Context: an optimization exercise on an open-source flow, tuned for a short achievable clock period and few clock cycles per item. The choices shown serve that exercise and are no tape-out recipe. In this exercise RTL edits were held to simulation tests only and were not proved equivalent to the original. Power is estimated from default activity; no workload was simulated.

== exp/nickel ==
Design rv_core, start of the top module:
module rv_core (
  input  logic        clk,
  input  logic        reset_i,
  output logic [31:0] imem_addr_o,
  input  logic [31:0] imem_data_i,
  output logic [31:0] dmem_addr_o,
  output logic [31:0] dmem_wdata_o,
  output logic [3:0]  dmem_wstrb_o,
  output logic        dmem_we_o,
  input  logic [31:0] dmem_rdata_i,
  input  logic        dmem_stall_i,
  output logic        wb_valid_o,
  output logic [4:0]  wb_addr_o,
  output logic [31:0] wb_data_o
);
Size: ~6200 cells after synthesis, ~210 I/O pins.
clock: 7.5 ns
lec_check: 0
abc_clock_period_in_ps: 2500
cap_margin: 20
core_margin: 2
core_utilization: 27
setup_slack_margin: 4.5
slew_margin: 20
tns_end_percent: 100
run.sh (not shown) runs the stock make flow with config.mk's settings and CLKGATE_MAP_FILE= SYNTH_SCRIPT=/design/flow/synth_recipe.tcl, a recipe that flattens the netlist after the stock synthesis.
Testbench counts of exp/nickel, summed over its fixed seeds: cycles 11,705, instrs 11,200.
#### Input delta (exp/yarrow over exp/nickel)
diff --git a/flow/config.mk b/flow/config.mk
--- a/flow/config.mk
+++ b/flow/config.mk
@@ -10,4 +10,4 @@
 export CORE_MARGIN = 2
-export CORE_UTILIZATION = 27
-export SETUP_SLACK_MARGIN = 4.5
+export CORE_UTILIZATION = 33
+export SETUP_SLACK_MARGIN = 5.0
 export SLEW_MARGIN = 20
==> run notes <==
Every stage of the flow completed for exp/yarrow, and the final layout passed the timing, DRC and antenna checks. Going from exp/nickel to exp/yarrow, largest net degree at the start of global routing fell by 24; weighted congestion reported at the end of routability-driven placement fell by about 0.7%. The standby leakage power reported for exp/yarrow is greater than that of exp/nickel by 3.1 nW. On overall die area: exp/yarrow sits below exp/nickel. exp/yarrow reports its capture point of the critical path as d2_ah[10]$_DFF_P_ while exp/nickel reports x_addr[31]$_DFF_P_. Via count of the first global-routing pass in exp/yarrow vs exp/nickel: up 2793. Per the comparison of exp/yarrow with exp/nickel, overall routed net length went up by about 6%; worst hold margin went up by 32 ps; first-pass GRT wire length went up by about 6%; via count went up by 3383; number of setup buffers added after CTS went up by 247.
#### Input delta (exp/juniper over exp/yarrow)
diff --git a/flow/config.mk b/flow/config.mk
--- a/flow/config.mk
+++ b/flow/config.mk
@@ -11,3 +11,3 @@
 export CORE_UTILIZATION = 33
-export SETUP_SLACK_MARGIN = 5.0
+export SETUP_SLACK_MARGIN = 4.5
 export SLEW_MARGIN = 20
Results
Re count of cells along the worst register-to-register path: exp/juniper is 3 up on exp/yarrow. exp/juniper against exp/yarrow: wire length lost about 6.6%, share of total power consumed by net switching lost 0.80 points, fraction of layout cells with a size suffix above 1 lost 11 points, fraction of area in multi-input gates lost 0.16 points. exp/juniper reports a lower total power consumption of the routed design than exp/yarrow does. The number of DRC markers after the initial detailed-route iteration in exp/juniper is 0.849 times that in exp/yarrow.
The inputs of exp/zinc differ from those of exp/juniper as listed below.
diff --git a/flow/config.mk b/flow/config.mk
--- a/flow/config.mk
+++ b/flow/config.mk
@@ -10,3 +10,3 @@
 export CORE_MARGIN = 2
-export CORE_UTILIZATION = 33
+export CORE_UTILIZATION = 40
 export SETUP_SLACK_MARGIN = 4.5
### Flow results
Compared to exp/juniper, exp/zinc has worst setup slack after placement 48 ps higher.
Setup slack in exp/zinc is smaller than in exp/juniper.
Switching part of the total: exp/juniper vs exp/zinc, no meaningful difference

---

rv_core, a different RTL version from the one above (not shown whole).
For scale: ~210 I/O pins.
## rv_core
module rv_core (
  input  logic        clk,
  input  logic        reset_i,
  output logic [31:0] imem_addr_o,
  input  logic [31:0] imem_data_i,
  output logic [31:0] dmem_addr_o,
  output logic [31:0] dmem_wdata_o,
  output logic [3:0]  dmem_wstrb_o,
  output logic        dmem_we_o,
  input  logic [31:0] dmem_rdata_i,
  input  logic        dmem_stall_i,
  output logic        wb_valid_o,
  output logic [4:0]  wb_addr_o,
  output logic [31:0] wb_data_o
);
clock: 7.5 ns
lec_check: 0
abc_clock_period_in_ps: 2500
cap_margin: 20
core_margin: 2
core_utilization: 60
setup_slack_margin: 4.5
slew_margin: 20
tns_end_percent: 100
The starting point passed the timing, DRC and antenna checks.
Testbench counts at the start, summed over its fixed seeds: cycles 11,705, instrs 11,200.
==> next run, changes <==
Settings changed: CORE_UTILIZATION 60 to 40.
Power barely changes.
Routed wire length grows slightly.
Sequential power hardly moves.
Sequential share of layout area stays flat.
Final area grows slightly.
Setup slack improves by 0.16 ns.
Maximum frequency grows by a few percent.
Hold slack degrades by 0.026 ns.
Global-route usage shrinks by 13 points.
Via count shrinks by a few percent.
Count of clock-buffer cells in the layout grows by 23.

---

Another version of the RTL of rv_core (not shown whole).
Size: about 210 I/O pins, roughly 81000 sq um of cells after synthesis.
// rv_core
module rv_core (
  input  logic        clk,
  input  logic        reset_i,
  output logic [31:0] imem_addr_o,
  input  logic [31:0] imem_data_i,
  output logic [31:0] dmem_addr_o,
  output logic [31:0] dmem_wdata_o,
  output logic [3:0]  dmem_wstrb_o,
  output logic        dmem_we_o,
  input  logic [31:0] dmem_rdata_i,
  input  logic        dmem_stall_i,
  output logic        wb_valid_o,
  output logic [4:0]  wb_addr_o,
  output logic [31:0] wb_data_o
);
Settings: LEC_CHECK=0, CAP_MARGIN=20, CORE_MARGIN=2, CORE_UTILIZATION=50, PLACE_DENSITY=0.65, SETUP_SLACK_MARGIN=4.0, SLEW_MARGIN=20, TNS_END_PERCENT=100; clock period 7.5 ns.
Testbench counts at the start, summed over its fixed seeds: cycles 11,705, instrs 11,200.
Change:
- ABC_CLOCK_PERIOD_IN_PS: unset -> 2500
- CORE_UTILIZATION: 50 -> 40
- PLACE_DENSITY: 0.65 -> unset
- SETUP_SLACK_MARGIN: 4.0 -> 4.5
Outcome:
- die area is higher by 25%
- design area is higher by 6.4%
- power is higher by 3.1%
- critical path depth is higher by 3

---

## v6
Another version of the RTL of rv_core (not shown whole).
For scale: ~71000 sq um of cells after synthesis.
Settings: LEC_CHECK=0, ABC_CLOCK_PERIOD_IN_PS=2500, CAP_MARGIN=20, CORE_MARGIN=2, CORE_UTILIZATION=40, SETUP_SLACK_MARGIN=4.5, SLEW_MARGIN=20, TNS_END_PERCENT=100; clock period 7.5 ns.
Testbench counts of v6, summed over its fixed seeds: cycles 12,094, instrs 11,200.
For v7, these inputs were changed with respect to v6:
- removing ABC_CLOCK_PERIOD_IN_PS (formerly 2500)
- removing TNS_END_PERCENT (formerly 100)
- removing SETUP_SLACK_MARGIN (formerly 4.5)
==> run notes <==
Per the comparison of v7 with v6, setup slack moved down, power share of the clock group moved up, post-CTS resize count moved down, number of signal-net buffers in the layout moved down, worst hold slack moved up. Cell count for v7: about 7% down relative to v6. Shortest clock period the worst path allows after layout on v7 is up relative to v6. Measured against each other, v7 and v6 differ in relative area change from synthesis to final layout, the lower figure coming from v7. Compared with v6, total power in v7 decreased by a few percent.

[port drivers added, routing unchanged]
No port has a modelled driver above. Below, the same layouts with a new extraction and two added sets of constraints.
Step 1 sets driving cells, clkbuf_16 on the clock port and buf_2 on the other inputs (assumed; they add their load-dependent delay and slew).
Step 2 adds t to the input delays and takes it off the output delays; t is the mean of the earliest and latest rising clock arrival at the registers after step 1. Input paths then give back, and output paths get back, about the clock's delay inside the block.
a / b / c = no drivers / after step 1 / after step 2; a / b = the first two.
run | t, ns | slack for setup (ns) | worst setup path after step 2 | clock arrival spread, ns
exp/nickel | 0.948 | 4.242 / 4.242 / 3.426 | input to register | 0.080 / 0.081
exp/yarrow | 0.958 | 4.278 / 4.278 / 3.389 | input to register | 0.093 / 0.093
exp/juniper | 0.949 | 4.350 / 4.350 / 3.464 | input to register | 0.072 / 0.072
exp/zinc | 0.931 | 4.182 / 4.182 / 3.476 | input to register | 0.061 / 0.060
the first run of note 2 | 0.893 | 3.932 / 3.932 / 3.205 | input to register | 0.042 / 0.043
the second run of note 2 | 0.933 | 4.089 / 4.089 / 3.319 | input to register | 0.085 / 0.085
the first run of note 3 | 0.896 | 2.483 / 2.483 / 2.483 | register to register | 0.046 / 0.046
the second run of note 3 | 0.924 | 2.515 / 2.515 / 2.515 | register to register | 0.078 / 0.078
v6 | 0.883 | 3.305 / 3.305 / 3.305 | register to register | 0.084 / 0.084
v7 | 0.863 | 1.847 / 1.847 / 1.847 | register to register | 0.048 / 0.048
After both steps setup and hold are still met in every run listed. The setup slack of exp/yarrow, which loses most, moves by 0.000 ns with the drivers and by -0.889 ns with both steps.
